What follows belongs to an exercise in optimizing a design on an open flow for small area, a short achievable clock period and few clock cycles per item; a production flow would make more cautious choices.
Function was checked by simulation only, so behaviour that the tests miss may differ from the original.
Power is estimated from default activity; no workload was simulated.

File: config.mk
export PLATFORM = sky130hd
export DESIGN_NAME = bubble_sort_engine_core
export DESIGN_NICKNAME = bubble_sort_engine_core
export VERILOG_FILES = /design/flow/design.v
export SDC_FILE = /design/flow/constraint.sdc
export NUM_CORES = 4
export LEC_CHECK = 0
export CAP_MARGIN = 20
export CORE_MARGIN = 2
export CORE_UTILIZATION = 40
export SLEW_MARGIN = 20
File: constraint.sdc
create_clock -name core_clock -period 5.0 [get_ports {clk}]
set_input_delay 1.0000 -clock core_clock [delete_from_list [all_inputs] [get_ports {clk}]]
set_output_delay 1.0000 -clock core_clock [all_outputs]
set_load 0.01 [all_outputs]
File: design.v
package bse_pkg;
    localparam int DEPTH   = 32;
    localparam int DATA_W  = 32;
    localparam int IDX_W   = $clog2(DEPTH);
    localparam int CNT_W   = $clog2(DEPTH + 1);
endpackage
module bse_ctrl (
    input  logic                               clk,
    input  logic                               rst_n,
    input  logic                               in_valid,
    input  logic                               in_last,
    input  logic signed [bse_pkg::DATA_W-1:0]  in_value,
    output logic                               in_ready,
    input  logic                               pop,
    input  logic                               pop_final,
    output logic                               truncated,
    output logic signed [bse_pkg::DATA_W-1:0]  x_value,
    output logic                               y_ins,
    output logic                               y_close,
    output logic signed [bse_pkg::DATA_W-1:0]  y_value
);
    logic [bse_pkg::CNT_W-1:0] cnt_reg;    
    logic [bse_pkg::CNT_W-1:0] occ_reg;    
    logic                      trunc_reg;
    logic                      x_ins, x_close;
    logic                      in_beat, drop;
    assign drop     = (cnt_reg == bse_pkg::CNT_W'(bse_pkg::DEPTH));
    assign in_ready = (occ_reg != bse_pkg::CNT_W'(bse_pkg::DEPTH)) || drop;
    assign in_beat  = in_valid && in_ready;
    always_ff @(posedge clk or negedge rst_n)
    begin
        if (!rst_n)
        begin
            cnt_reg   <= '0;
            occ_reg   <= '0;
            trunc_reg <= 1'b0;
            x_ins     <= 1'b0;
            x_close   <= 1'b0;
            y_ins     <= 1'b0;
            y_close   <= 1'b0;
        end
        else
        begin
            if (in_beat)
            begin
                if (in_last)
                    cnt_reg <= '0;
                else if (!drop)
                    cnt_reg <= cnt_reg + 1'b1;
            end
            occ_reg <= occ_reg + bse_pkg::CNT_W'(in_beat && !drop) - bse_pkg::CNT_W'(pop);
            if (in_beat && drop)
                trunc_reg <= 1'b1;
            else if (pop && pop_final)
                trunc_reg <= 1'b0;
            x_ins   <= in_beat && !drop;
            x_close <= in_beat && in_last;
            y_ins   <= x_ins;
            y_close <= x_close;
        end
    end
    always_ff @(posedge clk)
    begin
        x_value <= in_value;
        y_value <= x_value;
    end
    assign truncated = trunc_reg;
endmodule
module bse_datapath (
    input  logic                               clk,
    input  logic                               rst_n,
    input  logic                               out_ready,
    input  logic signed [bse_pkg::DATA_W-1:0]  x_value,
    input  logic                               y_ins,
    input  logic                               y_close,
    input  logic signed [bse_pkg::DATA_W-1:0]  y_value,
    output logic                               pop,
    output logic                               head_valid,
    output logic                               head_final,
    output logic signed [bse_pkg::DATA_W-1:0]  head
);
    localparam int N = bse_pkg::DEPTH;
    logic signed [bse_pkg::DATA_W-1:0] d_reg [N];   
    logic [N-1:0] v_reg;      
    logic [N-1:0] k_reg;      
    logic [N-1:0] p_reg;      
    logic [N-1:0] c_reg;      
    logic         par_reg;    
    logic [N+1:0] ge;         
    logic [N:0]   cx;         
    logic         xy;         
    logic [1:0]   src [N];    
    localparam logic [1:0] S_HOLD = 2'd0, S_LEFT = 2'd1, S_RIGHT = 2'd2, S_NEW = 2'd3;
    assign head_valid = v_reg[0] && !k_reg[0];
    assign pop        = head_valid && out_ready;
    assign head_final = !v_reg[1] || (p_reg[1] != p_reg[0]);
    assign head       = d_reg[0];
    always_comb
    begin
        ge[0] = 1'b0;
        for (int j = 0; j < N; j++)
            ge[j+1] = y_ins && (!v_reg[j] || (k_reg[j] && c_reg[j]));
        ge[N+1] = y_ins;
        for (int j = 0; j < N; j++)
        begin
            if (!pop)
                src[j] = !ge[j+1] ? S_HOLD : (!ge[j] ? S_NEW : S_LEFT);
            else
                src[j] = !ge[j+2] ? S_RIGHT : (!ge[j+1] ? S_NEW : S_HOLD);
        end
        for (int j = 0; j < N; j++)
            cx[j] = x_value < d_reg[j];
        cx[N] = 1'b1;
        xy = x_value < y_value;
    end
    always_ff @(posedge clk or negedge rst_n)
    begin
        if (!rst_n)
        begin
            v_reg   <= '0;
            k_reg   <= '0;
            par_reg <= 1'b0;
        end
        else
        begin
            for (int j = 0; j < N; j++)
            begin
                case (src[j])
                    S_HOLD:  begin v_reg[j] <= v_reg[j];   k_reg[j] <= k_reg[j];   end
                    S_LEFT:  begin v_reg[j] <= v_reg[j-1]; k_reg[j] <= k_reg[j-1]; end
                    S_RIGHT: begin v_reg[j] <= (j < N-1) ? v_reg[j+1] : 1'b0;
                                   k_reg[j] <= (j < N-1) ? k_reg[j+1] : 1'b0; end
                    default: begin v_reg[j] <= 1'b1;       k_reg[j] <= 1'b1;       end
                endcase
                if (y_close)
                    k_reg[j] <= 1'b0;
            end
            if (y_close)
                par_reg <= !par_reg;
        end
    end
    always_ff @(posedge clk)
    begin
        for (int j = 0; j < N; j++)
        begin
            case (src[j])
                S_HOLD:  begin d_reg[j] <= d_reg[j];   p_reg[j] <= p_reg[j];   c_reg[j] <= cx[j];   end
                S_LEFT:  begin d_reg[j] <= d_reg[j-1]; p_reg[j] <= p_reg[j-1]; c_reg[j] <= cx[j-1]; end
                S_RIGHT: begin d_reg[j] <= (j < N-1) ? d_reg[j+1] : d_reg[j];
                               p_reg[j] <= (j < N-1) ? p_reg[j+1] : p_reg[j];
                               c_reg[j] <= cx[j+1]; end
                default: begin d_reg[j] <= y_value;    p_reg[j] <= par_reg;    c_reg[j] <= xy;      end
            endcase
        end
    end
endmodule
module bubble_sort_engine_core (
    input  logic               clk,
    input  logic               rst_n,
    input  logic               in_valid,
    output logic               in_ready,
    input  logic signed [31:0] in_value,
    input  logic               in_last,
    output logic               out_valid,
    input  logic               out_ready,
    output logic signed [31:0] out_value,
    output logic               out_final,
    output logic               out_truncated
);
    logic                                pop;
    logic signed [bse_pkg::DATA_W-1:0]   x_value;
    logic                                y_ins;
    logic                                y_close;
    logic signed [bse_pkg::DATA_W-1:0]   y_value;
    bse_ctrl u_ctrl (
        .clk       (clk),
        .rst_n     (rst_n),
        .in_valid  (in_valid),
        .in_last   (in_last),
        .in_value  (in_value),
        .in_ready  (in_ready),
        .pop       (pop),
        .pop_final (out_final),
        .truncated (out_truncated),
        .x_value   (x_value),
        .y_ins     (y_ins),
        .y_close   (y_close),
        .y_value   (y_value)
    );
    bse_datapath u_dp (
        .clk        (clk),
        .rst_n      (rst_n),
        .out_ready  (out_ready),
        .x_value    (x_value),
        .y_ins      (y_ins),
        .y_close    (y_close),
        .y_value    (y_value),
        .pop        (pop),
        .head_valid (out_valid),
        .head_final (out_final),
        .head       (out_value)
    );
endmodule
File: run.sh
#!/bin/bash
# synth_recipe.tcl (not shown) runs the flow's synth.tcl, then flattens the netlist and writes it again
# the make line also repeats each setting of config.mk as NAME=value (left out here)
make -C /OpenROAD-flow-scripts/flow DESIGN_CONFIG=/design/flow/config.mk WORK_HOME=/design/flow/orfs CLKGATE_MAP_FILE= SYNTH_SCRIPT=/design/flow/synth_recipe.tcl finish
==> results of run 1 <==
[metrics by stage]
stage / instances / worst slack (ns) / utilization [%] / total power, mW / cell area, µm²
2_1_floorplan: 8619 / 0.115 / - / 46.4 / 83600
3_3_place_gp: 11200 / 0.613 / 42.4 / 55.3 / 88100
3_5_place_dp: 11200 / 0.755 / 42.4 / 56.9 / 88100
4_1_cts: 11400 / 0.826 / 44.8 / 68.1 / 92900
5_1_grt: 11400 / 0.770 / 44.8 / 73.4 / 92900
6_report: 11400 / 0.840 / 44.8 / 68.2 / 92900
[power groups by stage]
stage / Clock, mW / Combinational, mW / Sequential, mW
after CTS: 11.2 / 32.2 / 24.7
after global placement: 0 / 30.6 / 24.7
final: 11.1 / 32.3 / 24.9
after detailed placement: 0 / 32.0 / 24.9
after floorplan: 0 / 23.8 / 22.6
after global routing: 11.6 / 36.4 / 25.4
[cells in the final DEF (no fill, tap or decap), drive strengths merged, types with 10 or more instances in the layout]
master,count
edfxtp,1056
a22o,16
nand4,147
a211oi,56
buf,261
nor4,13
a2111oi,24
nor3,239
a31oi,43
or3,11
ha,1101
and4,28
clkdlybuf4s50,71
clkinv,53
clkbuf,184
mux2i,18
and2,27
nor2,225
a21oi,892
a221o,170
o211ai,21
dfxtp,96
o21ai,290
nand2b,47
nand3,78
nand2,877
and3,16
dfrtp,82
a221oi,585
or2,10
o221ai,106
a22oi,234
nor2b,33
a21o,190
bufinv,17
o21a,27
inv,1141
[worst max-delay path, cell delays in order (launching register included)]
cell	delay (ns)
dfxtp_2	0.97
buf_4	0.32
ha_1	0.26
nand2_1	0.07
o21a_1	0.12
o31ai_1	0.12
a2111oi_0	0.92
buf_4	0.26
nor4_1	0.05
o32ai_2	0.51
a221oi_1	0.18
a22oi_1	0.21
[path summary, 6_finish.rpt]
kind                                                 from                    endpoint  slack (ns)  depth (start not counted)
worst min register to register     u_ctrl.x_ins$_DFF_PN0_      u_ctrl.y_ins$_DFF_PN0_        0.34                          0
worst min-delay path                                rst_n   u_dp.k_reg[0]$_DFFE_PN0P_        0.26                          1
max in group asynchronous                           rst_n  u_dp.v_reg[23]$_DFFE_PN0P_        3.66                          2
worst max-delay path            u_ctrl.x_value[6]$_DFF_P_       u_dp.c_reg[4]$_DFF_P_        0.84                         11
min in group core_clock            u_ctrl.x_ins$_DFF_PN0_      u_ctrl.y_ins$_DFF_PN0_        0.34                          0
worst max register to register  u_ctrl.x_value[6]$_DFF_P_       u_dp.c_reg[4]$_DFF_P_        0.84                         11
[metal layers]
metal,track usage [%],vias to the layer above,share of wire [%]
met1,31.5,34700,42
met4,9.63,2,4.0
met3,2.77,472,6.2
met2,40.7,2603,47
li1,-,32300,-
met5,0,-,0.0030
[cell families (layout without fill, tap and decap cells)]
family                   Yosys count  after routing
flip-flops                      1234           1234
adder cells (fa/ha/maj)         1102           1102
XOR/XNOR                          12             12
AND/OR/NAND/NOR                 1767           1767
AO/OA/AOI/OAI                   2764           2764
multiplexers                      27             27
buffers and inverters           1713           1730
[area by class of cell]
| class | instances | area share (%) |
|---|---|---|
| multi-input cells | 5672 | 44.9 |
| inverters | 1136 | 4.59 |
| flip-flops and latches | 1234 | 38.5 |
| repair buffers | 332 | 3.13 |
| well taps | 2788 | 3.76 |
| clock buffers | 184 | 4.23 |
| clock inverters | 78 | 0.975 |
==> impl_metrics.toml, run 1 <==
[global_route]
antenna_found_initial = 6
grt_pass1_wl_um = 401000
gr-total-overflow = 0
grt_max_degree = 69
gr-usage-all-layers_pct = 24.1
first_global_vias = 68400

[synth]
synth-async-reset-ratio_pct = 6.65
yosysMostFrequentCell = "inv_1"
synth-adder-area-share_pct = 16.5
synth_ff_type = "edfxtp_1"
synthXorXnorAreaFrac_pct = 0.126
synth-compound-area-share_pct = 23.0
synth_simple_gate_area_share_pct = 9.59
ys_seq_elements = 1234
yosysWarnings = 8
netlist_instances = 8619
synth_area_per_cell_um2 = 9.70
syn_nets = 9758
synth_edf_count = 1056
yosysUniqueCellTypes = 87
ys_seq_area_share_pct = 42.7
yosys.area.top_type = "edfxtp_1"
synth_area_um2 = 83600
synth_top_family_by_area = "compound AO/OA/AOI/OAI gates"
synth_mux_area_share_pct = 0.341
synth.area.top_cells = "edfxtp_1 38%, ha_1 16%, a221oi_1 6.1%, a21oi_1 5.3%, inv_1 5.1%"
synth.top_cell.area_share_pct = 37.9
synth_commonest_cells = "1,134 x inv_1, 1,101 x ha_1, 1,056 x edfxtp_1"

[power_and_ir_drop]
p_sw_mw = 29.9
sequentialPowerShare_pct = 36.5
p_sw_share_pct = 43.9
pwr_density_cell_nw_per_um2 = 734
ir_drop_mv = 0.674
p_comb_share_pct = 47.3
p_int_mw = 38.3
leakagePower_nw = 40.5
clockPowerShare_pct = 16.2

[finish]
multiInputGateArea_um2 = 41700
nNetsFinal = 9658
synthToLayoutAreaGrowth_pct = 11.1
nFillCells = 19600
diodes = 0
regArea_um2 = 35700
drive_gt1_share_pct = 6.99
largest_register_ffs = 1024

[timing]
fin_tns_setup_ns = 0
finalHoldViolCount = 0
fmax_ghz = 0.240
max_slew_margin_pct = 30.5
drv_slew = 0
rsz0062_at_grt = "no"
fin_crit_sh_pct = 83.2
finalClockSkew_ns = 0.0350
tightest_slew_ns = 1.04
holdWs_ns = 0.258
finalCriticalPeriod_ns = 4.16
setup_viol = 0

[clock_tree]
cts-buffers-inserted = 143
htree_levels = 4
cts.path.max_buffers = 3
ctsHoldBuffers = 0
ctsResizeCount = 0
cts.sinks = 1234
cts-root-buf = "clkbuf_16"
post-cts-setup-buffer-count = 0
cts_tree = "built"
clk_pin_slew_ns = 0.05
clkLatencyLatePin_ns = 0.80

[worst_setup_path]
worstPathArrival_ns = 4.86
path_class = "register to register"
required_ns = 5.70
worst_setup_path_start_kind = "register"
cp_max_fo = 28
endpoint_kind = "register"

[drt]
ant_nets = 0
drtIter0Drc = 6711
wl_um = 263000
route.detailed.drc = 0
drt_first_pass_iters = 6
route.vias.total = 70100
avgViaCountPerCell = 6.13
wl_per_cell_um = 23.1

[floorplan]
ios = 73
die_w_um = 461
dieArea_um2 = 213000
coreArea_um2 = 207000
die_y_um = 461
fp-row-count = 167
start_util_pct = 40.3

[worst_hold_path]
hold_path.class = "input pin to async pin"

[status]
status = "timing/DRC/antenna clean"

[place]
numPortBuffers = 72
dpl.hpwl_um = 209000
gp_congestion = 0.919

[job]
maxCapViolCount = 0
Testbench counts, summed over its fixed seeds: cycles 7,169, items 6,824.
==> inputs of run 2 (changes only) <==
--- a/design.v
+++ b/design.v
@@ -89,8 +89,24 @@
     logic [N+1:0] ge;         
     logic [N:0]   cx;         
     logic         xy;         
-    logic [1:0]   src [N];    
-    localparam logic [1:0] S_HOLD = 2'd0, S_LEFT = 2'd1, S_RIGHT = 2'd2, S_NEW = 2'd3;
+    logic [N-1:0] s_hold, s_left, s_right, s_new;   
+    function automatic logic lt_s32(input logic [31:0] a, input logic [31:0] b);
+        logic [31:0] l0, e0;
+        logic [15:0] l1, e1;
+        logic [7:0]  l2, e2;
+        logic [3:0]  l3, e3;
+        logic [1:0]  l4, e4;
+        logic [31:0] au, bu;
+        au = {~a[31], a[30:0]};
+        bu = {~b[31], b[30:0]};
+        l0 = ~au & bu;
+        e0 = ~(au ^ bu);
+        for (int i = 0; i < 16; i++) begin l1[i] = l0[2*i+1] | (e0[2*i+1] & l0[2*i]); e1[i] = e0[2*i+1] & e0[2*i]; end
+        for (int i = 0; i < 8; i++)  begin l2[i] = l1[2*i+1] | (e1[2*i+1] & l1[2*i]); e2[i] = e1[2*i+1] & e1[2*i]; end
+        for (int i = 0; i < 4; i++)  begin l3[i] = l2[2*i+1] | (e2[2*i+1] & l2[2*i]); e3[i] = e2[2*i+1] & e2[2*i]; end
+        for (int i = 0; i < 2; i++)  begin l4[i] = l3[2*i+1] | (e3[2*i+1] & l3[2*i]); e4[i] = e3[2*i+1] & e3[2*i]; end
+        lt_s32 = l4[1] | (e4[1] & l4[0]);
+    endfunction
     assign head_valid = v_reg[0] && !k_reg[0];
     assign pop        = head_valid && out_ready;
     assign head_final = !v_reg[1] || (p_reg[1] != p_reg[0]);
@@ -103,15 +119,15 @@
         ge[N+1] = y_ins;
         for (int j = 0; j < N; j++)
         begin
-            if (!pop)
-                src[j] = !ge[j+1] ? S_HOLD : (!ge[j] ? S_NEW : S_LEFT);
-            else
-                src[j] = !ge[j+2] ? S_RIGHT : (!ge[j+1] ? S_NEW : S_HOLD);
-        end
-        for (int j = 0; j < N; j++)
-            cx[j] = x_value < d_reg[j];
+            s_hold[j]  = pop ? ge[j+1]                : !ge[j+1];
+            s_left[j]  = !pop && ge[j+1] && ge[j];
+            s_right[j] = pop && !ge[j+2];
+            s_new[j]   = pop ? (ge[j+2] && !ge[j+1]) : (ge[j+1] && !ge[j]);
+        end
+        for (int j = 0; j < N; j++)
+            cx[j] = lt_s32(x_value, d_reg[j]);
         cx[N] = 1'b1;
-        xy = x_value < y_value;
+        xy = lt_s32(x_value, y_value);
     end
     always_ff @(posedge clk or negedge rst_n)
     begin
@@ -125,15 +141,12 @@
         begin
             for (int j = 0; j < N; j++)
             begin
-                case (src[j])
-                    S_HOLD:  begin v_reg[j] <= v_reg[j];   k_reg[j] <= k_reg[j];   end
-                    S_LEFT:  begin v_reg[j] <= v_reg[j-1]; k_reg[j] <= k_reg[j-1]; end
-                    S_RIGHT: begin v_reg[j] <= (j < N-1) ? v_reg[j+1] : 1'b0;
-                                   k_reg[j] <= (j < N-1) ? k_reg[j+1] : 1'b0; end
-                    default: begin v_reg[j] <= 1'b1;       k_reg[j] <= 1'b1;       end
-                endcase
-                if (y_close)
-                    k_reg[j] <= 1'b0;
+                v_reg[j] <= (s_hold[j] & v_reg[j]) | (s_new[j])
+                          | ((j > 0) ? (s_left[j] & v_reg[j-1]) : 1'b0)
+                          | ((j < N-1) ? (s_right[j] & v_reg[j+1]) : 1'b0);
+                k_reg[j] <= !y_close & ((s_hold[j] & k_reg[j]) | (s_new[j])
+                          | ((j > 0) ? (s_left[j] & k_reg[j-1]) : 1'b0)
+                          | ((j < N-1) ? (s_right[j] & k_reg[j+1]) : 1'b0));
             end
             if (y_close)
                 par_reg <= !par_reg;
@@ -143,14 +156,16 @@
     begin
         for (int j = 0; j < N; j++)
         begin
-            case (src[j])
-                S_HOLD:  begin d_reg[j] <= d_reg[j];   p_reg[j] <= p_reg[j];   c_reg[j] <= cx[j];   end
-                S_LEFT:  begin d_reg[j] <= d_reg[j-1]; p_reg[j] <= p_reg[j-1]; c_reg[j] <= cx[j-1]; end
-                S_RIGHT: begin d_reg[j] <= (j < N-1) ? d_reg[j+1] : d_reg[j];
-                               p_reg[j] <= (j < N-1) ? p_reg[j+1] : p_reg[j];
-                               c_reg[j] <= cx[j+1]; end
-                default: begin d_reg[j] <= y_value;    p_reg[j] <= par_reg;    c_reg[j] <= xy;      end
-            endcase
+            d_reg[j] <= ({bse_pkg::DATA_W{s_hold[j]}} & d_reg[j])
+                      | ({bse_pkg::DATA_W{s_new[j]}} & y_value)
+                      | ((j > 0) ? ({bse_pkg::DATA_W{s_left[j]}} & d_reg[j-1]) : '0)
+                      | ((j < N-1) ? ({bse_pkg::DATA_W{s_right[j]}} & d_reg[j+1]) : '0);
+            p_reg[j] <= (s_hold[j] & p_reg[j]) | (s_new[j] & par_reg)
+                      | ((j > 0) ? (s_left[j] & p_reg[j-1]) : 1'b0)
+                      | ((j < N-1) ? (s_right[j] & p_reg[j+1]) : 1'b0);
+            c_reg[j] <= (s_hold[j] & cx[j]) | (s_new[j] & xy)
+                      | ((j > 0) ? (s_left[j] & cx[j-1]) : 1'b0)
+                      | (s_right[j] & cx[j+1]);
         end
     end
 endmodule
--- a/config.mk
+++ b/config.mk
@@ -8,4 +8,5 @@
 export CAP_MARGIN = 20
 export CORE_MARGIN = 2
 export CORE_UTILIZATION = 40
+export SETUP_SLACK_MARGIN = 2.4
 export SLEW_MARGIN = 20
==> run 2 against run 1 <==
- utilization grew 3.3 points
- die area shrank 14%
- largest power group unchanged
- largest cell class unchanged
- clock power is essentially flat
==> impl_metrics.toml, run 2 <==
[finish]
mostFrequentLayoutCells = "2,315 x nand2_1, 1,116 x a222oi_1, 1,091 x dfxtp_1"
largest_register_ffs = 1024
synthToLayoutAreaGrowth_pct = 19.4
final_common_cell = "nand2_1"
drive_gt1_share_pct = 14.2
nNetsFinal = 9445

[timing]
max_slew_margin_pct = 33.3
finalCriticalPeriod_ns = 2.86
fin_crit_sh_pct = 57.1
setup_viol = 0
tightest_slew_ns = 1.00
drv_slew = 0
holdWs_ns = 0.272
rsz0062_at_grt = "yes"
fin_tns_setup_ns = 0
fmax_ghz = 0.350
fin_ws_ns = 2.14
finalClockSkew_ns = 0.0423
finalHoldViolCount = 0

[synth]
yosysMostFrequentCell = "nand2_1"
synth_commonest_cells = "2,330 x nand2_1, 1,152 x dfxtp_1, 1,116 x a222oi_1"
synth-compound-area-share_pct = 23.5
yosysUniqueCellTypes = 75
synth_mux_area_share_pct = 0.322
synth-async-reset-ratio_pct = 6.65
ys_seq_area_share_pct = 34.9
ys_seq_elements = 1234
synth_top_family_by_area = "compound AO/OA/AOI/OAI gates"
netlist_instances = 8277
syn_nets = 9410
synth_simple_gate_area_share_pct = 17.3
synth_edf_count = 0
synth_ff_type = "dfxtp_1"
synth.area.top_cells = "dfxtp_1 32%, ha_1 19%, a222oi_1 16%, nand2_1 12%, a21oi_1 2.9%"
synthXorXnorAreaFrac_pct = 0.110
synth_area_um2 = 71900
synth_area_per_cell_um2 = 8.69
yosys.area.top_type = "dfxtp_1"
synth.top_cell.area_share_pct = 32.1
synth-adder-area-share_pct = 19.1
yosysWarnings = 3

[worst_setup_path]
worst_setup_path_start_kind = "register"
cp_max_fo = 2
r2r-end = "u_dp.c_reg[17]$_DFF_P_"
crit_path_start = "u_ctrl.cnt_reg[3]$_DFFE_PN0P_"
path_buf_inv = 1
ff2ff_path_depth = 11
endpoint = "in_ready"
slowest_stage = "dfrtp_1"
endpoint_kind = "output port"
required_ns = 4.00
slowest_delay_ns = 0.39
worstPathArrival_ns = 1.86
path_depth = 4
reg2reg_from = "u_ctrl.x_value[25]$_DFF_P_"
crit_family = "simple AND/OR/NAND/NOR gates"
path_class = "register to output port"
reg2reg_slack_ns = 2.22
crit_chain = "nor4b_2 > nand2_1 > nand4_1 > buf_2"

[floorplan]
die_y_um = 428
coreArea_um2 = 179000
die_w_um = 428
fp-row-count = 155
ios = 73
dieArea_um2 = 183000
start_util_pct = 40.3

[clock_tree]
clkLatencyLatePin_ns = 0.81
htree_levels = 4
ctsHoldBuffers = 0
cts-buffers-inserted = 141
cts.sinks = 1234
cts-root-buf = "clkbuf_16"
cts_tree = "built"
clk_pin_slew_ns = 0.06
cts.path.max_buffers = 3

[global_route]
grt_pass1_wl_um = 387000
gr-total-overflow = 0
antenna_found_initial = 5
grtUsageMet2_pct = 44.4
first_global_vias = 67200
gr-usage-met1_pct = 33.6
use_met3_pct = 3.00
top_usage_layer = "met2"
grt_max_degree = 64
gr-usage-all-layers_pct = 26.1

[power_and_ir_drop]
clockPowerShare_pct = 22.2
p_sw_mw = 20.6
pwr_density_cell_nw_per_um2 = 579
leakagePower_nw = 39.0
p_sw_share_pct = 41.5
ir_drop_mv = 0.350
p_comb_share_pct = 41.8
p_int_mw = 29.1
sequentialPowerShare_pct = 36.0

[place]
dpl.hpwl_um = 182000
numPortBuffers = 72
pre_cts_slack_ns = 1.27
gp_congestion = 0.892

[drt]
route.vias.total = 68300
route.detailed.drc = 0
drt_first_pass_iters = 15
wl_um = 250000
drtIter0Drc = 11000
wl_per_cell_um = 23.2
avgViaCountPerCell = 6.34
ant_nets = 0

[status]
status = "timing/DRC/antenna clean"

[worst_hold_path]
hold_path.class = "input pin to async pin"

[job]
maxCapViolCount = 0
==> run 2: changes by cell type after synthesis, moves of 77 or more <==
cell      previous run  this run
nor3_1             239        48
a21oi_1            892       410
o221ai_1           106         3
inv_1             1134       252
a221oi_1           585        36
nor2_1             223       113
edfxtp_1          1056         0
a221o_1            170        17
nand2_1            877      2330
dfxtp_1             96      1152
a22oi_1            232        16
a21o_1             190        74
o21ai_0            281       204
a222oi_1             2      1116
==> run 2: area by class of cell <==
| cell class | instances | area [µm²] |
|---|---|---|
| repair inverters | 9 | 71.3 |
| multi-input cells | 6164 | 46500 |
| well taps | 2355 | 2950 |
| fillers | 16700 | 92800 |
| inverters | 253 | 1080 |
| clock inverters | 50 | 597 |
| flip-flops and latches | 1234 | 25200 |
| diodes | 5 | 12.5 |
| repair buffers | 509 | 5130 |
| clock buffers | 204 | 4270 |
==> run 2: cell families after synthesis <==
group | Yosys count
buffers and inverters | 879
multiplexers | 23
AO/OA/AOI/OAI | 2063
XOR/XNOR | 9
AND/OR/NAND/NOR | 2973
adder cells (fa/ha/maj) | 1096
flip-flops | 1234
==> run 2: repair_timing <==
action,CTS,global route
resized for setup,560,173
setup endpoints to repair,1090,450
pin swaps,156,126
gates cloned,17,1
buffers inserted,176,29
==> run 2: worst min path at each step <==
| stage | end | slack [ns] | cells after the start |
|---|---|---|---|
| floorplan | u_ctrl.y_value[12]$_DFF_P_ | 0.33 | 0 |
| global placement | u_ctrl.y_close$_DFF_PN0_ | 0.34 | 0 |
| detailed placement | u_ctrl.y_close$_DFF_PN0_ | 0.34 | 0 |
| CTS | u_ctrl.x_close$_DFF_PN0_ | 0.27 | 1 |
| global route | u_ctrl.x_close$_DFF_PN0_ | 0.30 | 1 |
| finish | u_dp.v_reg[2]$_DFF_PN0_ | 0.27 | 1 |
==> run 2: power by group through the flow <==
stage	Sequential (mW)	Combinational [mW]	Clock (mW)
6_report	17.9	20.8	11.0
5_1_grt	18.3	23.2	11.6
4_1_cts	17.6	20.0	11.2
3_5_place_dp	17.8	18.9	0
3_3_place_gp	17.7	18.1	0
2_1_floorplan	16.3	14.3	0
==> run 2: routing by layer <==
layer / part of all wire, % / wire (µm)
met5: 0 / 0
met4: 3.9 / 9690
met3: 7.0 / 17400
met2: 47 / 118000
met1: 42 / 105000
==> run 2: per-stage QoR <==
stage	power (mW)	util, %	cells	area (µm²)
finish	49.7	48.1	10800	85900
global route	53.1	48.1	10800	85900
CTS	48.8	47.3	10700	84600
detailed placement	36.7	42.2	10300	75500
global placement	35.8	42.2	10300	75400
floorplan	30.5	-	8277	72500
Testbench counts of run 2, summed over its fixed seeds: cycles 7,169, items 6,824.
==> inputs of run 3 (changes only) <==
--- a/config.mk
+++ b/config.mk
@@ -8,5 +8,4 @@
 export CAP_MARGIN = 20
 export CORE_MARGIN = 2
 export CORE_UTILIZATION = 40
-export SETUP_SLACK_MARGIN = 2.4
 export SLEW_MARGIN = 20
==> run 3 against run 2 <==
- still clean
- clock power hardly changed
- register-to-register slack worse by 0.86 ns
- fmax shrank 21%
- power down 4.2%
- critical path depth is 7 higher
- worst setup slack got worse by 0.78 ns
- synthesized area is the same
- first-iteration DRC count fell by 8.7%
- highest routed layer is now met5
==> impl_metrics.toml, run 3 <==
[status]
status = "timing/DRC/antenna clean"

[worst_setup_path]
worst_setup_path_start_kind = "register"
ff2ff_path_depth = 11
crit_path_start = "u_ctrl.x_value[25]$_DFF_P_"
r2r-end = "u_dp.c_reg[28]$_DFF_P_"
required_ns = 5.67
slowest_stage = "clkinv_1"
endpoint_kind = "register"
path_class = "register to register"
worstPathArrival_ns = 4.31
crit_family = "compound AO/OA/AOI/OAI gates"
reg2reg_from = "u_ctrl.x_value[25]$_DFF_P_"
cp_max_fo = 32
crit_top_cell = "buf_4"
slowest_delay_ns = 0.64
path_buf_inv = 3
reg2reg_slack_ns = 1.36
crit_chain = "clkinv_1 > ha_1 > nand4_1 > nor2_1 > a221o_1 > a211oi_1 > buf_4 > nand3_2 > buf_4 > a32o_1 > a2111o_1"

[clock_tree]
htree_levels = 4
cts-root-buf = "clkbuf_16"
cts.path.max_buffers = 3
ctsResizeCount = 0
clk_pin_slew_ns = 0.06
cts.sinks = 1234
ctsHoldBuffers = 0
cts_tree = "built"
post-cts-setup-buffer-count = 0
cts-buffers-inserted = 141
clkLatencyLatePin_ns = 0.79

[drt]
avgViaCountPerCell = 6.29
ant_nets = 0
wl_um = 237000
drtIter0Drc = 10000
route.vias.total = 66300
wl_per_cell_um = 22.4
drt_first_pass_iters = 14
route.detailed.drc = 0

[power_and_ir_drop]
leakagePower_nw = 37.0
pwr_density_cell_nw_per_um2 = 597
ir_drop_mv = 0.355
finalPower_mw = 47.6

[synth]
synth_commonest_cells = "2,330 x nand2_1, 1,152 x dfxtp_1, 1,116 x a222oi_1"
yosysUniqueCellTypes = 75
synth_edf_count = 0
synth_area_um2 = 71900
ys_seq_area_share_pct = 34.9
netlist_instances = 8277
synth-async-reset-ratio_pct = 6.65
synth_simple_gate_area_share_pct = 17.3
synth_ff_type = "dfxtp_1"
synth_top_family_by_area = "compound AO/OA/AOI/OAI gates"
yosysMostFrequentCell = "nand2_1"
synth_area_per_cell_um2 = 8.69
synth.top_cell.area_share_pct = 32.1
synth-adder-area-share_pct = 19.1
ys_seq_elements = 1234
yosys.area.top_type = "dfxtp_1"
synth-compound-area-share_pct = 23.5
synthXorXnorAreaFrac_pct = 0.110
syn_nets = 9410
synth.area.top_cells = "dfxtp_1 32%, ha_1 19%, a222oi_1 16%, nand2_1 12%, a21oi_1 2.9%"
yosysWarnings = 3
synth_mux_area_share_pct = 0.322

[finish]
final_common_cell = "nand2_1"
drive_gt1_share_pct = 6.10
nNetsFinal = 9211
final_cell_area_um2 = 79700
largest_register_ffs = 1024
synthToLayoutAreaGrowth_pct = 10.9
mostFrequentLayoutCells = "2,329 x nand2_1, 1,136 x dfxtp_1, 1,116 x a222oi_1"
post-route-util_pct = 44.6

[worst_hold_path]
hold_path.class = "input pin to async pin"

[global_route]
grt_pass1_wl_um = 371000
antenna_found_initial = 3
first_global_vias = 65400
grt_max_degree = 58
gr-usage-all-layers_pct = 24.7
gr-total-overflow = 0

[floorplan]
coreArea_um2 = 179000
die_y_um = 428
die_w_um = 428
start_util_pct = 40.3
dieArea_um2 = 183000
ios = 73
fp-row-count = 155

[place]
numPortBuffers = 72
dpl.hpwl_um = 183000
placed_cell_area_um2 = 74900
gp_congestion = 0.884
pre_cts_slack_ns = 1.19

[timing]
fin_crit_sh_pct = 72.8
finalCriticalPeriod_ns = 3.64
fmax_ghz = 0.275
drv_slew = 0
finalHoldViolCount = 0
rsz0062_at_grt = "no"
fin_ws_ns = 1.36
finalClockSkew_ns = 0.0217
max_slew_margin_pct = 28.6
fin_tns_setup_ns = 0
setup_viol = 0
tightest_slew_ns = 1.07

[job]
maxCapViolCount = 0
==> run 3: cell count changes in the layout (fill, tap and decap cells not counted), sizes merged <==
cell | previous run | this run
buf | 438 | 213
bufbuf | 3 | 0
bufinv | 12 | 9
clkbuf | 204 | 223
clkdlybuf4s15 | 1 | 0
clkdlybuf4s50 | 35 | 71
clkinv | 33 | 31
clkinvlp | 36 | 0
diode | 5 | 2
dlygate4sd2 | 32 | 0
inv | 231 | 247
==> run 3: how the worst max path moves through the flow <==
stage / endpoint / slack (ns) / cells past startpoint
6_report: u_dp.c_reg[28]$_DFF_P_ / 1.36 / 11
4_1_cts: u_dp.c_reg[6]$_DFF_P_ / 1.37 / 10
2_1_floorplan: u_ctrl.occ_reg[4]$_DFF_PN0_ / 1.87 / 14
3_3_place_gp: u_dp.c_reg[1]$_DFF_P_ / 1.06 / 9
3_5_place_dp: u_dp.d_reg[11][4]$_DFF_P_ / 1.19 / 10
5_1_grt: u_dp.c_reg[28]$_DFF_P_ / 1.24 / 11
==> run 3: cell type report <==
class / count / area, µm²
repair buffers: 284 / 2420
flip-flops and latches: 1234 / 25100
clock buffers: 223 / 4370
well taps: 2355 / 2950
clock inverters: 34 / 422
diodes: 2 / 5.00
multi-input cells: 6164 / 43500
fillers: 17000 / 98900
inverters: 253 / 950
==> run 3: power breakdown <==
group	switching, mW	internal [mW]	leakage [nW]
sequential	4.30	13.5	10.6
combinational	11.0	7.99	24.0
clock	4.39	6.45	2.37
==> run 3: cell families (layout without fill, tap and decap cells) <==
| family | after synthesis | count (layout) |
|---|---|---|
| and+or+nand+nor | 2973 | 2973 |
| AOI/OAI and AO/OA | 2063 | 2063 |
| DFF | 1234 | 1234 |
| adders and majority gates | 1096 | 1096 |
| buffers and inverters | 879 | 794 |
| muxes | 23 | 23 |
| xor gates and xnor gates | 9 | 9 |
| other | 0 | 2 |
==> run 3: layer usage <==
layer  up-vias  track usage (%)  part of all wire, %
met5         -                0               0.0051
met4         2             9.80                  3.7
met3       419             2.99                  5.9
met2      2551             43.6                   48
met1     31800             30.6                   42
li1      31500                -                    -
==> run 3: per-stage QoR <==
| step | hold WS [ns] | cells |
|---|---|---|
| after floorplan | 0.331 | 8277 |
| after global placement | 0.334 | 10300 |
| after detailed placement | 0.335 | 10300 |
| after CTS | 0.322 | 10500 |
| after global routing | 0.352 | 10500 |
| final | 0.311 | 10500 |
==> inputs of run 4 (changes only) <==
--- a/design.v
+++ b/design.v
@@ -24,15 +24,30 @@
     logic                      trunc_reg;
     logic                      x_ins, x_close;
     logic                      in_beat, drop;
+    logic [bse_pkg::CNT_W-1:0] cnt_nx, occ_nx;
+    logic                      ready_reg;   
     assign drop     = (cnt_reg == bse_pkg::CNT_W'(bse_pkg::DEPTH));
-    assign in_ready = (occ_reg != bse_pkg::CNT_W'(bse_pkg::DEPTH)) || drop;
+    assign in_ready = ready_reg;
     assign in_beat  = in_valid && in_ready;
+    always_comb
+    begin
+        cnt_nx = cnt_reg;
+        if (in_beat)
+        begin
+            if (in_last)
+                cnt_nx = '0;
+            else if (!drop)
+                cnt_nx = cnt_reg + 1'b1;
+        end
+        occ_nx = occ_reg + bse_pkg::CNT_W'(in_beat && !drop) - bse_pkg::CNT_W'(pop);
+    end
     always_ff @(posedge clk or negedge rst_n)
     begin
         if (!rst_n)
         begin
             cnt_reg   <= '0;
             occ_reg   <= '0;
+            ready_reg <= 1'b1;
             trunc_reg <= 1'b0;
             x_ins     <= 1'b0;
             x_close   <= 1'b0;
@@ -41,14 +56,10 @@
         end
         else
         begin
-            if (in_beat)
-            begin
-                if (in_last)
-                    cnt_reg <= '0;
-                else if (!drop)
-                    cnt_reg <= cnt_reg + 1'b1;
-            end
-            occ_reg <= occ_reg + bse_pkg::CNT_W'(in_beat && !drop) - bse_pkg::CNT_W'(pop);
+            cnt_reg   <= cnt_nx;
+            occ_reg   <= occ_nx;
+            ready_reg <= (occ_nx != bse_pkg::CNT_W'(bse_pkg::DEPTH))
+                      || (cnt_nx == bse_pkg::CNT_W'(bse_pkg::DEPTH));
             if (in_beat && drop)
                 trunc_reg <= 1'b1;
             else if (pop && pop_final)
@@ -107,9 +118,12 @@
         for (int i = 0; i < 2; i++)  begin l4[i] = l3[2*i+1] | (e3[2*i+1] & l3[2*i]); e4[i] = e3[2*i+1] & e3[2*i]; end
         lt_s32 = l4[1] | (e4[1] & l4[0]);
     endfunction
-    assign head_valid = v_reg[0] && !k_reg[0];
-    assign pop        = head_valid && out_ready;
-    assign head_final = !v_reg[1] || (p_reg[1] != p_reg[0]);
+    logic signed [bse_pkg::DATA_W-1:0] d_nx [N];
+    logic [N-1:0] v_nx, k_nx, p_nx, c_nx;
+    logic         hv_reg, hf_reg;    
+    assign head_valid = hv_reg;
+    assign pop        = hv_reg && out_ready;
+    assign head_final = hf_reg;
     assign head       = d_reg[0];
     always_comb
     begin
@@ -128,6 +142,25 @@
             cx[j] = lt_s32(x_value, d_reg[j]);
         cx[N] = 1'b1;
         xy = lt_s32(x_value, y_value);
+        for (int j = 0; j < N; j++)
+        begin
+            v_nx[j] = (s_hold[j] & v_reg[j]) | (s_new[j])
+                    | ((j > 0) ? (s_left[j] & v_reg[j-1]) : 1'b0)
+                    | ((j < N-1) ? (s_right[j] & v_reg[j+1]) : 1'b0);
+            k_nx[j] = !y_close & ((s_hold[j] & k_reg[j]) | (s_new[j])
+                    | ((j > 0) ? (s_left[j] & k_reg[j-1]) : 1'b0)
+                    | ((j < N-1) ? (s_right[j] & k_reg[j+1]) : 1'b0));
+            d_nx[j] = ({bse_pkg::DATA_W{s_hold[j]}} & d_reg[j])
+                    | ({bse_pkg::DATA_W{s_new[j]}} & y_value)
+                    | ((j > 0) ? ({bse_pkg::DATA_W{s_left[j]}} & d_reg[j-1]) : '0)
+                    | ((j < N-1) ? ({bse_pkg::DATA_W{s_right[j]}} & d_reg[j+1]) : '0);
+            p_nx[j] = (s_hold[j] & p_reg[j]) | (s_new[j] & par_reg)
+                    | ((j > 0) ? (s_left[j] & p_reg[j-1]) : 1'b0)
+                    | ((j < N-1) ? (s_right[j] & p_reg[j+1]) : 1'b0);
+            c_nx[j] = (s_hold[j] & cx[j]) | (s_new[j] & xy)
+                    | ((j > 0) ? (s_left[j] & cx[j-1]) : 1'b0)
+                    | (s_right[j] & cx[j+1]);
+        end
     end
     always_ff @(posedge clk or negedge rst_n)
     begin
@@ -136,37 +169,25 @@
             v_reg   <= '0;
             k_reg   <= '0;
             par_reg <= 1'b0;
+            hv_reg  <= 1'b0;
+            hf_reg  <= 1'b0;
         end
         else
         begin
-            for (int j = 0; j < N; j++)
-            begin
-                v_reg[j] <= (s_hold[j] & v_reg[j]) | (s_new[j])
-                          | ((j > 0) ? (s_left[j] & v_reg[j-1]) : 1'b0)
-                          | ((j < N-1) ? (s_right[j] & v_reg[j+1]) : 1'b0);
-                k_reg[j] <= !y_close & ((s_hold[j] & k_reg[j]) | (s_new[j])
-                          | ((j > 0) ? (s_left[j] & k_reg[j-1]) : 1'b0)
-                          | ((j < N-1) ? (s_right[j] & k_reg[j+1]) : 1'b0));
-            end
+            v_reg   <= v_nx;
+            k_reg   <= k_nx;
             if (y_close)
                 par_reg <= !par_reg;
+            hv_reg  <= v_nx[0] && !k_nx[0];
+            hf_reg  <= !v_nx[1] || (p_nx[1] != p_nx[0]);
         end
     end
     always_ff @(posedge clk)
     begin
         for (int j = 0; j < N; j++)
-        begin
-            d_reg[j] <= ({bse_pkg::DATA_W{s_hold[j]}} & d_reg[j])
-                      | ({bse_pkg::DATA_W{s_new[j]}} & y_value)
-                      | ((j > 0) ? ({bse_pkg::DATA_W{s_left[j]}} & d_reg[j-1]) : '0)
-                      | ((j < N-1) ? ({bse_pkg::DATA_W{s_right[j]}} & d_reg[j+1]) : '0);
-            p_reg[j] <= (s_hold[j] & p_reg[j]) | (s_new[j] & par_reg)
-                      | ((j > 0) ? (s_left[j] & p_reg[j-1]) : 1'b0)
-                      | ((j < N-1) ? (s_right[j] & p_reg[j+1]) : 1'b0);
-            c_reg[j] <= (s_hold[j] & cx[j]) | (s_new[j] & xy)
-                      | ((j > 0) ? (s_left[j] & cx[j-1]) : 1'b0)
-                      | (s_right[j] & cx[j+1]);
-        end
+            d_reg[j] <= d_nx[j];
+        p_reg <= p_nx;
+        c_reg <= c_nx;
     end
 endmodule
 module bubble_sort_engine_core (
--- a/config.mk
+++ b/config.mk
@@ -8,4 +8,5 @@
 export CAP_MARGIN = 20
 export CORE_MARGIN = 2
 export CORE_UTILIZATION = 40
+export SETUP_SLACK_MARGIN = 2.6
 export SLEW_MARGIN = 20
==> run 4 against run 3 <==
- still clean
- sequential share of layout area down 1.7 points
- via count up 7.1%
- flip-flop and latch count up 3
- critical path type unchanged
- critical endpoint is now u_dp.c_reg[5]$_DFF_P_
- largest cell class unchanged
- highest routed layer unchanged
==> impl_metrics.toml, run 4 <==
[synth]
syn_nets = 9391
synth_area_per_cell_um2 = 8.68
yosysMostFrequentCell = "nand2_1"
synth_ff_type = "dfxtp_1"
synth_area_um2 = 71700
synth-async-reset-ratio_pct = 6.87
synth.top_cell.area_share_pct = 32.2
synth_edf_count = 0
ys_seq_elements = 1237
synth.area.top_cells = "dfxtp_1 32%, ha_1 19%, a222oi_1 16%, nand2_1 12%, dfrtp_1 2.9%"
netlist_instances = 8260
yosysUniqueCellTypes = 72
yosys.area.top_type = "dfxtp_1"
synth_commonest_cells = "2,336 x nand2_1, 1,152 x dfxtp_1, 1,123 x a222oi_1"
yosysWarnings = 4
ys_seq_area_share_pct = 35.2

[global_route]
first_global_vias = 68100
gr-usage-all-layers_pct = 30.1
grt_max_degree = 38
gr-total-overflow = 0
grt_pass1_wl_um = 428000
antenna_found_initial = 6

[floorplan]
start_util_pct = 40.2
coreArea_um2 = 178000
die_y_um = 427
ios = 73
dieArea_um2 = 183000
fp-row-count = 155
die_w_um = 427

[drt]
drt_first_pass_iters = 17
wl_um = 285000
ant_nets = 0
wl_per_cell_um = 26.6
route.vias.total = 71000
route.detailed.drc = 0
avgViaCountPerCell = 6.65
drtIter0Drc = 13500

[clock_tree]
cts.sinks = 1237
htree_levels = 4
clk_pin_slew_ns = 0.06
cts.path.max_buffers = 3
clkLatencyLatePin_ns = 0.82
cts-buffers-inserted = 147
cts-root-buf = "clkbuf_16"
cts_tree = "built"

[place]
gp_congestion = 0.909
numPortBuffers = 72
placed_cell_area_um2 = 75600
dpl.hpwl_um = 205000

[worst_setup_path]
crit_path_start = "u_ctrl.x_value[25]$_DFF_P_"
endpoint = "u_dp.c_reg[5]$_DFF_P_"
path_class = "register to register"
endpoint_kind = "register"
cp_max_fo = 16
reg2reg_from = "u_ctrl.x_value[25]$_DFF_P_"
ff2ff_path_depth = 10
worst_setup_path_start_kind = "register"
r2r-end = "u_dp.c_reg[5]$_DFF_P_"
required_ns = 5.68
reg2reg_slack_ns = 2.12
worstPathArrival_ns = 3.56

[power_and_ir_drop]
ir_drop_mv = 0.370
leakagePower_nw = 38.6
pwr_density_cell_nw_per_um2 = 609

[finish]
final_cell_area_um2 = 84900
drive_gt1_share_pct = 13.7
final_common_cell = "nand2_1"
nFillCells = 16700
mostFrequentLayoutCells = "2,321 x nand2_1, 1,123 x a222oi_1, 1,072 x dfxtp_1"
nNetsFinal = 9346
largest_register_ffs = 1024
synthToLayoutAreaGrowth_pct = 18.5

[timing]
holdWs_ns = 0.126
max_slew_margin_pct = 37.2
drv_slew = 0
finalCriticalPeriod_ns = 2.88
fin_crit_sh_pct = 57.6
rsz0062_at_grt = "yes"
finalClockSkew_ns = 0.0369
tightest_slew_ns = 0.942
setup_viol = 0
finalHoldViolCount = 0
fmax_ghz = 0.347
fin_tns_setup_ns = 0

[job]
maxCapViolCount = 0

[worst_hold_path]
hold_path.class = "input pin to async pin"

[status]
status = "timing/DRC/antenna clean"
-- run 4: worst min-delay path by stage --
stage,end,start,slack (ns),cells after the start
floorplan,u_ctrl.y_value[12]$_DFF_P_,u_ctrl.x_value[12]$_DFF_P_,0.33,0
global placement,u_ctrl.y_close$_DFF_PN0_,u_ctrl.x_close$_DFF_PN0_,0.34,0
detailed placement,u_ctrl.y_close$_DFF_PN0_,u_ctrl.x_close$_DFF_PN0_,0.34,0
CTS,u_dp.v_reg[1]$_DFF_PN0_,rst_n,0.1,1
global route,u_dp.v_reg[1]$_DFF_PN0_,rst_n,0.13,1
finish,u_dp.v_reg[1]$_DFF_PN0_,rst_n,0.13,1
-- run 4: logic make-up (layout without fill, tap and decap cells) --
group | Yosys count | after routing | share of synthesized area [%]
flip-flops | 1237 | 1237 | 35.2
XOR/XNOR | 9 | 9 | 0.110
multiplexers | 5 | 5 | 0.0698
AND/OR/NAND/NOR | 3013 | 3014 | 17.4
other | 0 | 1 | 0
buffers and inverters | 851 | 920 | 4.48
AO/OA/AOI/OAI | 2051 | 2051 | 23.6
adder cells (fa/ha/maj) | 1094 | 1094 | 19.1
-- run 4: layer usage --
metal / vias up / global-route usage [%] / wire length, µm
met3: 808 / 5.68 / 27800
met1: 34400 / 37.8 / 112000
met5: - / 0 / 54
met2: 4044 / 48.8 / 129000
met4: 8 / 15.8 / 15900
li1: 31800 / - / -
-- run 4: through the flow --
stage	util (%)	setup slack, ns	power, mW	instances
4_1_cts	47.1	2.05	50.7	10700
6_report	47.7	2.12	51.8	10700
5_1_grt	47.7	2.06	54.8	10700
3_3_place_gp	42.4	1.17	37.6	10300
3_5_place_dp	42.4	1.12	38.4	10300
2_1_floorplan	-	2.18	32.0	8260
-- run 4: layout make-up --
| cell class | count | area (µm²) | share of cell area [%] |
|---|---|---|---|
| Timing Repair Buffer | 432 | 4470 | 5.27 |
| Sequential cell | 1237 | 25400 | 29.9 |
| Tap cell | 2355 | 2950 | 3.47 |
| Timing Repair inverter | 3 | 43.8 | 0.0516 |
| Inverter | 221 | 967 | 1.14 |
| Antenna cell | 1 | 2.50 | 0.00295 |
| Clock buffer | 217 | 4300 | 5.06 |
| Clock inverter | 47 | 629 | 0.741 |
| Multi-Input combinational cell | 6173 | 46200 | 54.4 |
-- run 4: critical path, stage by stage, from the launching register on --
cell and delay [ns]:
dfxtp_2 0.35, clkinvlp_4 0.23, buf_6 0.27, ha_1 0.34, nand4_1 0.26, a21oi_1 0.10
a211oi_2 0.34, o211ai_1 0.25, a31oi_4 0.25, o22ai_1 0.10, a221o_1 0.27
-- run 4: repair_timing --
action / 4_1_cts / 5_1_grt
endpoints found under the setup margin: 1164 / 348
hold buffers: 0 / 0
resized for setup: 642 / 155
setup buffers: 138 / 21
gates cloned: 8 / 1
pin swaps: 168 / 94
-- run 4: power breakdown --
part           switching [mW]  leakage, nW  internal, mW
registers                5.00         10.7          13.6
logic                    12.6         25.6          9.34
clock network            4.62         2.42          6.57
total                    22.2         38.6          29.5
Testbench counts of run 4, summed over its fixed seeds: cycles 7,169, items 6,824.
==> inputs of run 5 (changes only) <==
--- a/config.mk
+++ b/config.mk
@@ -7,6 +7,6 @@
 export LEC_CHECK = 0
 export CAP_MARGIN = 20
 export CORE_MARGIN = 2
-export CORE_UTILIZATION = 40
+export CORE_UTILIZATION = 55
 export SETUP_SLACK_MARGIN = 2.6
 export SLEW_MARGIN = 20
==> run 5 against run 4 <==
- still clean on timing, DRC and antenna
- combinational power is 2% lower
- fmax is 6.8% lower
- flip-flop and latch count stayed put
- largest cell class unchanged
- largest power group unchanged
==> impl_metrics.toml, run 5 <==
[status]
status = "timing/DRC/antenna clean"

[global_route]
grt_pass1_wl_um = 386000
grt_max_degree = 44
gr-usage-all-layers_pct = 36.5
gr-total-overflow = 0
antenna_found_initial = 4
first_global_vias = 66500

[synth]
synth_commonest_cells = "2,336 x nand2_1, 1,152 x dfxtp_1, 1,123 x a222oi_1"
synth_ff_type = "dfxtp_1"
yosys.area.top_type = "dfxtp_1"
synth-async-reset-ratio_pct = 6.87
synth.top_cell.area_share_pct = 32.2
yosysMostFrequentCell = "nand2_1"
yosysWarnings = 4
synth_edf_count = 0
syn_nets = 9391
synth_area_per_cell_um2 = 8.68
synth_area_um2 = 71700
netlist_instances = 8260
ys_seq_area_share_pct = 35.2
synth.area.top_cells = "dfxtp_1 32%, ha_1 19%, a222oi_1 16%, nand2_1 12%, dfrtp_1 2.9%"
yosysUniqueCellTypes = 72
ys_seq_elements = 1237

[place]
gp_congestion = 0.908
dpl.hpwl_um = 186000
numPortBuffers = 72

[worst_setup_path]
path_buf_inv = 3
slowest_delay_ns = 0.55
worst_setup_path_start_kind = "register"
required_ns = 5.66
cp_max_fo = 12
crit_family = "compound AO/OA/AOI/OAI gates"
endpoint_kind = "register"
crit_chain = "clkinvlp_4 > buf_12 > buf_4 > ha_1 > a21o_1 > nand3_1 > a21oi_1 > a211oi_1 > o211ai_1 > a31oi_2 > o22ai_1 > a221o_1"
worstPathArrival_ns = 3.75
path_class = "register to register"
slowest_stage = "a211oi_1"

[drt]
avgViaCountPerCell = 6.83
route.detailed.drc = 0
wl_per_cell_um = 25.3
ant_nets = 0
route.vias.total = 68100
drt_first_pass_iters = 13
wl_um = 253000
drtIter0Drc = 11000

[clock_tree]
clkLatencyLatePin_ns = 0.79
cts-root-buf = "clkbuf_16"
cts-buffers-inserted = 145
cts.sinks = 1237
cts.path.max_buffers = 3
htree_levels = 4
clk_pin_slew_ns = 0.06
cts_tree = "built"

[timing]
setup_viol = 0
fin_crit_sh_pct = 61.8
rsz0062_at_grt = "yes"
fmax_ghz = 0.323
finalCriticalPeriod_ns = 3.09
finalHoldViolCount = 0
fin_tns_setup_ns = 0
finalClockSkew_ns = 0.0256
max_slew_margin_pct = 38.8
drv_slew = 0
tightest_slew_ns = 0.909

[power_and_ir_drop]
p_int_mw = 28.8
leakagePower_nw = 37.7
clockPowerShare_pct = 21.2
p_sw_mw = 21.3
pwr_density_cell_nw_per_um2 = 613
p_comb_share_pct = 43.0
p_sw_share_pct = 42.5
ir_drop_mv = 0.453
sequentialPowerShare_pct = 35.8

[finish]
multiInputGateArea_um2 = 45200
mostFrequentLayoutCells = "2,324 x nand2_1, 1,123 x a222oi_1, 1,100 x dfxtp_1"
nFillCells = 11000
synthToLayoutAreaGrowth_pct = 14.0
final_common_cell = "nand2_1"
diodes = 0
largest_register_ffs = 1024
post-route-util_pct = 63.1
regArea_um2 = 25300
nNetsFinal = 9250
drive_gt1_share_pct = 10.5

[job]
maxCapViolCount = 0

[floorplan]
die_w_um = 365
dieArea_um2 = 133000
ios = 73
coreArea_um2 = 129000
fp-row-count = 132
start_util_pct = 55.3
die_y_um = 365

[worst_hold_path]
hold_path.class = "input pin to async pin"
run 5: cell count changes in the layout (fill, tap and decap cells not counted), sizes merged, moves of 7 or more:
cell    delta
bufinv     -9
clkbuf    +19
buf      -102
clkinv     -7
run 5: kinds of logic after synthesis:
group / count (synthesis) / share of synthesized area (%)
AO/OA/AOI/OAI: 2051 / 23.6
XOR/XNOR: 9 / 0.110
adder cells (fa/ha/maj): 1094 / 19.1
buffers and inverters: 851 / 4.48
flip-flops: 1237 / 35.2
multiplexers: 5 / 0.0698
AND/OR/NAND/NOR: 3013 / 17.4
run 5: worst register-to-register path, delay by kind of cell, from the launching register on:
family | cells | cell delay [ns]
AO/OA/AOI/OAI | 7 | 1.76
buffers and inverters | 3 | 0.46
flip-flops | 1 | 0.35
adder cells (fa/ha/maj) | 1 | 0.33
AND/OR/NAND/NOR | 1 | 0.08
run 5: power groups by stage:
stage,clock network [mW],registers (mW),logic [mW]
2_1_floorplan,0,16.3,15.7
3_3_place_gp,0,17.8,19.5
3_5_place_dp,0,17.9,20.2
4_1_cts,10.7,17.7,20.9
5_1_grt,11.1,18.3,23.8
6_report,10.6,17.9,21.5
run 5: path summary, 6_finish.rpt:
kind	startpoint	end	slack [ns]	cells past startpoint
worst max-delay path	u_ctrl.x_value[21]$_DFF_P_	u_dp.c_reg[5]$_DFF_P_	1.91	12
worst min-delay path	rst_n	u_dp.v_reg[1]$_DFF_PN0_	0.16	1
worst max register to register	u_ctrl.x_value[21]$_DFF_P_	u_dp.c_reg[5]$_DFF_P_	1.91	12
worst min register to register	u_ctrl.x_value[18]$_DFF_P_	u_ctrl.y_value[18]$_DFF_P_	0.35	0
max in group asynchronous	rst_n	u_dp.v_reg[31]$_DFF_PN0_	3.85	2
min in group core_clock	u_ctrl.x_value[18]$_DFF_P_	u_ctrl.y_value[18]$_DFF_P_	0.35	0
run 5: layer usage:
layer  wire length [µm]  track usage (%)  vias to the layer above
met5                 11                0                        -
met4              17400             24.5                        2
met3              15700             4.63                      696
met2             122000             63.0                     3037
met1              97600             42.2                    32800
li1                   -                -                    31600
run 5: repair_timing:
item	4_1_cts	5_1_grt
resized for setup	429	103
setup buffers	64	18
gates cloned	7	4
endpoints found under the setup margin	1179	469
hold buffers	0	0
pin swaps	76	33
run 5: cell type report:
class | instances | share of cell area [%]
Multi-Input combinational cell | 6174 | 55.3
Clock inverter | 33 | 0.394
Timing Repair inverter | 3 | 0.0475
Tap cell | 1742 | 2.67
Sequential cell | 1237 | 31.0
Clock buffer | 230 | 5.34
Timing Repair Buffer | 337 | 4.07
Inverter | 221 | 1.15
run 5: through the flow:
step	hold slack, ns	cell area (µm²)	setup slack, ns	instances	power (mW)
floorplan	0.331	73500	2.18	8260	32.0
global placement	0.336	74500	1.16	9621	37.3
detailed placement	0.339	74500	1.09	9621	38.1
CTS	0.135	81200	1.94	9955	49.3
global route	0.151	81700	1.84	9977	53.2
finish	0.156	81700	1.91	9977	50.0
==> inputs of run 6 (changes only) <==
--- a/design.v
+++ b/design.v
@@ -25,6 +25,7 @@
     logic                      x_ins, x_close;
     logic                      in_beat, drop;
     logic [bse_pkg::CNT_W-1:0] cnt_nx, occ_nx;
+    logic                      inc, full_nx, drop_nx;
     logic                      ready_reg;   
     assign drop     = (cnt_reg == bse_pkg::CNT_W'(bse_pkg::DEPTH));
     assign in_ready = ready_reg;
@@ -39,7 +40,16 @@
             else if (!drop)
                 cnt_nx = cnt_reg + 1'b1;
         end
-        occ_nx = occ_reg + bse_pkg::CNT_W'(in_beat && !drop) - bse_pkg::CNT_W'(pop);
+        inc = in_beat && !drop;
+        case ({inc, pop})
+            2'b10:   occ_nx = occ_reg + 1'b1;
+            2'b01:   occ_nx = occ_reg - 1'b1;
+            default: occ_nx = occ_reg;
+        endcase
+        full_nx = ((occ_reg == bse_pkg::CNT_W'(bse_pkg::DEPTH)) && (inc == pop))
+               || ((occ_reg == bse_pkg::CNT_W'(bse_pkg::DEPTH - 1)) && inc && !pop);
+        drop_nx = in_beat ? (!in_last && (drop || (cnt_reg == bse_pkg::CNT_W'(bse_pkg::DEPTH - 1))))
+                          : drop;
     end
     always_ff @(posedge clk or negedge rst_n)
     begin
@@ -58,8 +68,7 @@
         begin
             cnt_reg   <= cnt_nx;
             occ_reg   <= occ_nx;
-            ready_reg <= (occ_nx != bse_pkg::CNT_W'(bse_pkg::DEPTH))
-                      || (cnt_nx == bse_pkg::CNT_W'(bse_pkg::DEPTH));
+            ready_reg <= !full_nx || drop_nx;
             if (in_beat && drop)
                 trunc_reg <= 1'b1;
             else if (pop && pop_final)
--- a/config.mk
+++ b/config.mk
@@ -7,6 +7,6 @@
 export LEC_CHECK = 0
 export CAP_MARGIN = 20
 export CORE_MARGIN = 2
-export CORE_UTILIZATION = 55
-export SETUP_SLACK_MARGIN = 2.6
+export CORE_UTILIZATION = 40
+export SETUP_SLACK_MARGIN = 2.4
 export SLEW_MARGIN = 20
==> run 6 against run 5 <==
- utilization down 16 points
- sequential share of layout area down 0.90 points
- via count up 4.5%
- flip-flop and latch count unchanged
- first-iteration DRC count up 12%
- final cell count up 7.2%
- global-route usage down 7.1 points
- critical path type unchanged
==> impl_metrics.toml, run 6 <==
[finish]
synthToLayoutAreaGrowth_pct = 16.6
post-route-util_pct = 47.1
nNetsFinal = 9351
mostFrequentLayoutCells = "2,313 x nand2_1, 1,116 x a222oi_1, 1,082 x dfxtp_1"
nFillCells = 16800
final_common_cell = "nand2_1"
largest_register_ffs = 1024
drive_gt1_share_pct = 11.4

[synth]
synth_edf_count = 0
yosysUniqueCellTypes = 76
synth.area.top_cells = "dfxtp_1 32%, ha_1 19%, a222oi_1 15%, nand2_1 12%, dfrtp_1 2.9%"
ys_seq_area_share_pct = 34.9
yosysWarnings = 4
synth_area_um2 = 72100
synth-async-reset-ratio_pct = 6.87
yosys.area.top_type = "dfxtp_1"
ys_seq_elements = 1237
yosysMostFrequentCell = "nand2_1"
synth_ff_type = "dfxtp_1"
netlist_instances = 8275
synth_commonest_cells = "2,320 x nand2_1, 1,152 x dfxtp_1, 1,116 x a222oi_1"
synth_area_per_cell_um2 = 8.72
synth.top_cell.area_share_pct = 32.0
syn_nets = 9405

[clock_tree]
cts.path.max_buffers = 3
clk_pin_slew_ns = 0.06
ctsHoldBuffers = 0
cts-buffers-inserted = 146
htree_levels = 4
cts-root-buf = "clkbuf_16"
cts.sinks = 1237
cts_tree = "built"
clkLatencyLatePin_ns = 0.81

[global_route]
grt_max_degree = 58
gr-usage-all-layers_pct = 29.3
gr-total-overflow = 0
first_global_vias = 66600
grt_pass1_wl_um = 420000
antenna_found_initial = 4

[floorplan]
die_y_um = 429
dieArea_um2 = 184000
ios = 73
coreArea_um2 = 179000
die_w_um = 429
start_util_pct = 40.3
fp-row-count = 155

[drt]
drtIter0Drc = 12300
wl_um = 289000
drt_first_pass_iters = 17
avgViaCountPerCell = 6.66
route.vias.total = 71200
wl_per_cell_um = 27.0
ant_nets = 0
route.detailed.drc = 0

[timing]
finalClockSkew_ns = 0.0332
finalCriticalPeriod_ns = 2.99
setup_viol = 0
holdWs_ns = 0.264
fin_crit_sh_pct = 59.8
fmax_ghz = 0.334
rsz0062_at_grt = "yes"
fin_tns_setup_ns = 0
max_slew_margin_pct = 37.6
fin_ws_ns = 2.01
tightest_slew_ns = 0.937
finalHoldViolCount = 0
drv_slew = 0

[job]
maxCapViolCount = 0

[power_and_ir_drop]
ir_drop_mv = 0.503
pwr_density_cell_nw_per_um2 = 600
finalPower_mw = 50.4
leakagePower_nw = 38.8

[place]
numPortBuffers = 72
dpl.hpwl_um = 197000
pre_cts_slack_ns = 1.03
gp_congestion = 0.904

[worst_setup_path]
path_buf_inv = 4
crit_top_cell = "buf_4"
worstPathArrival_ns = 3.65
reg2reg_slack_ns = 2.01
endpoint_kind = "register"
slowest_stage = "o311ai_2"
crit_family = "compound AO/OA/AOI/OAI gates"
cp_max_fo = 7
slowest_delay_ns = 0.37
worst_setup_path_start_kind = "register"
crit_chain = "clkinvlp_4 > buf_16 > buf_4 > ha_1 > a21oi_1 > a211oi_1 > o311ai_2 > o2111ai_2 > a211oi_2 > buf_4 > nand2b_1 > o2111ai_1"
required_ns = 5.66
path_class = "register to register"

[status]
status = "timing/DRC/antenna clean"

[worst_hold_path]
hold_path.class = "input pin to async pin"
==> run 6: cell count changes in the layout (fill, tap and decap cells not counted), moves of 25 or more <==
cell / change
buf_4: +45
nor2_1: -40
dlygate4sd2_1: +28
nand4_1: -28
and2_1: +27
nand3_1: -26
dfxtp_2: +25
==> run 6: repair_timing <==
item / in CTS / in global routing
endpoints found under the setup margin: 1020 / 199
pin swaps: 82 / 121
gates resized for setup: 374 / 159
gates cloned: 5 / 2
buffers inserted: 72 / 52
==> run 6: layout make-up <==
class                           instances  area [µm²]  area share (%)
Multi-Input combinational cell       6178       45700            54.4
Sequential cell                      1237       25300            30.1
Clock buffer                          218        4350            5.17
Timing Repair Buffer                  415        4240            5.04
Tap cell                             2355        2950            3.50
Inverter                              243        1040            1.23
Clock inverter                         45         514           0.611
Antenna cell                            1        2.50         0.00297
==> run 6: path summary, 6_finish.rpt <==
check | startpoint | endpoint | cells past startpoint
worst max-delay path | u_ctrl.x_value[2]$_DFF_P_ | u_dp.c_reg[1]$_DFF_P_ | 12
worst min-delay path | rst_n | u_ctrl.cnt_reg[3]$_DFFE_PN0P_ | 1
worst max register to register | u_ctrl.x_value[2]$_DFF_P_ | u_dp.c_reg[1]$_DFF_P_ | 12
worst min register to register | u_ctrl.x_value[5]$_DFF_P_ | u_ctrl.y_value[5]$_DFF_P_ | 0
max in group asynchronous | rst_n | u_dp.k_reg[17]$_DFF_PN0_ | 2
min in group core_clock | u_ctrl.x_value[5]$_DFF_P_ | u_ctrl.y_value[5]$_DFF_P_ | 0
==> run 6: metrics by stage <==
stage | cells | instance area (µm²)
6_report | 10700 | 84100
5_1_grt | 10700 | 84100
4_1_cts | 10600 | 82600
3_5_place_dp | 10300 | 75500
3_3_place_gp | 10300 | 75500
2_1_floorplan | 8275 | 72500
==> run 6: cells by family (layout without fill, tap and decap cells) <==
family / after synthesis / count (layout) / synth area share [%]
AOI/OAI and AO/OA: 2099 / 2099 / 24.1
xor gates and xnor gates: 11 / 11 / 0.134
adders and majority gates: 1093 / 1093 / 19.0
buffers and inverters: 861 / 921 / 4.50
DFF: 1237 / 1237 / 34.9
muxes: 11 / 11 / 0.153
other: 0 / 1 / 0
and+or+nand+nor: 2963 / 2964 / 17.2
==> run 6: per-layer routing <==
layer | track usage, % | share of wire [%] | vias up
li1 | - | - | 32000
met1 | 35.9 | 38 | 34500
met2 | 48.7 | 47 | 3908
met3 | 6.27 | 10 | 859
met4 | 14.4 | 5.1 | 0
met5 | 0 | 0 | -
==> run 6: worst reg2reg max path, stage by stage (launching register included) <==
cell and delay [ns]:
dfxtp_4 0.36, clkinvlp_4 0.12, buf_16 0.19, buf_4 0.31, ha_1 0.31, a21oi_1 0.15, a211oi_1 0.10, o311ai_2 0.37
o2111ai_2 0.27, a211oi_2 0.26, buf_4 0.16, nand2b_1 0.10, o2111ai_1 0.12
==> run 6: report_power, final <==
group / switching, mW / total [mW] / internal [mW]
clock: 4.60 / 11.0 / 6.44
combinational: 11.7 / 20.4 / 8.65
sequential: 5.41 / 19.0 / 13.6
Testbench counts of run 6, summed over its fixed seeds: cycles 7,169, items 6,824.

==> separate check: timing with driven ports <==
Ports are ideal in the flow. The routed layouts listed here were re-timed in OpenROAD. Step 1 assumes that a clkbuf_16 drives the clock port and a buf_2 every other input. Step 2 also shifts input and output timing later by t, the mid clock arrival at the registers, as if the neighbouring blocks saw the same clock. Slacks: ideal / step 1 / step 2; pairs: ideal / step 1.
| run | t, ns | slack for setup (ns) | hold WS [ns] | worst setup path at the end |
|---|---|---|---|---|
| run 1 | 0.861 | 0.840 / 0.840 / 0.605 | 0.258 / 0.242 / 0.342 | input to register |
| run 2 | 0.877 | 2.143 / 2.056 / 1.450 | 0.272 / 0.212 / 0.353 | input to register |
| run 3 | 0.857 | 1.362 / 1.362 / 1.173 | 0.311 / 0.257 / 0.345 | input to register |
| run 4 | 0.882 | 2.120 / 2.120 / 1.790 | 0.126 / 0.069 / 0.355 | input to register |
| run 5 | 0.859 | 1.908 / 1.908 / 1.847 | 0.156 / 0.099 / 0.349 | input to register |
| run 6 | 0.882 | 2.009 / 2.009 / 1.371 | 0.264 / 0.208 / 0.349 | input to register |
After both steps every run listed still meets setup and hold. For run 2, which loses most, drivers alone change the setup slack by -0.087 ns; drivers and shift together by -0.693 ns.
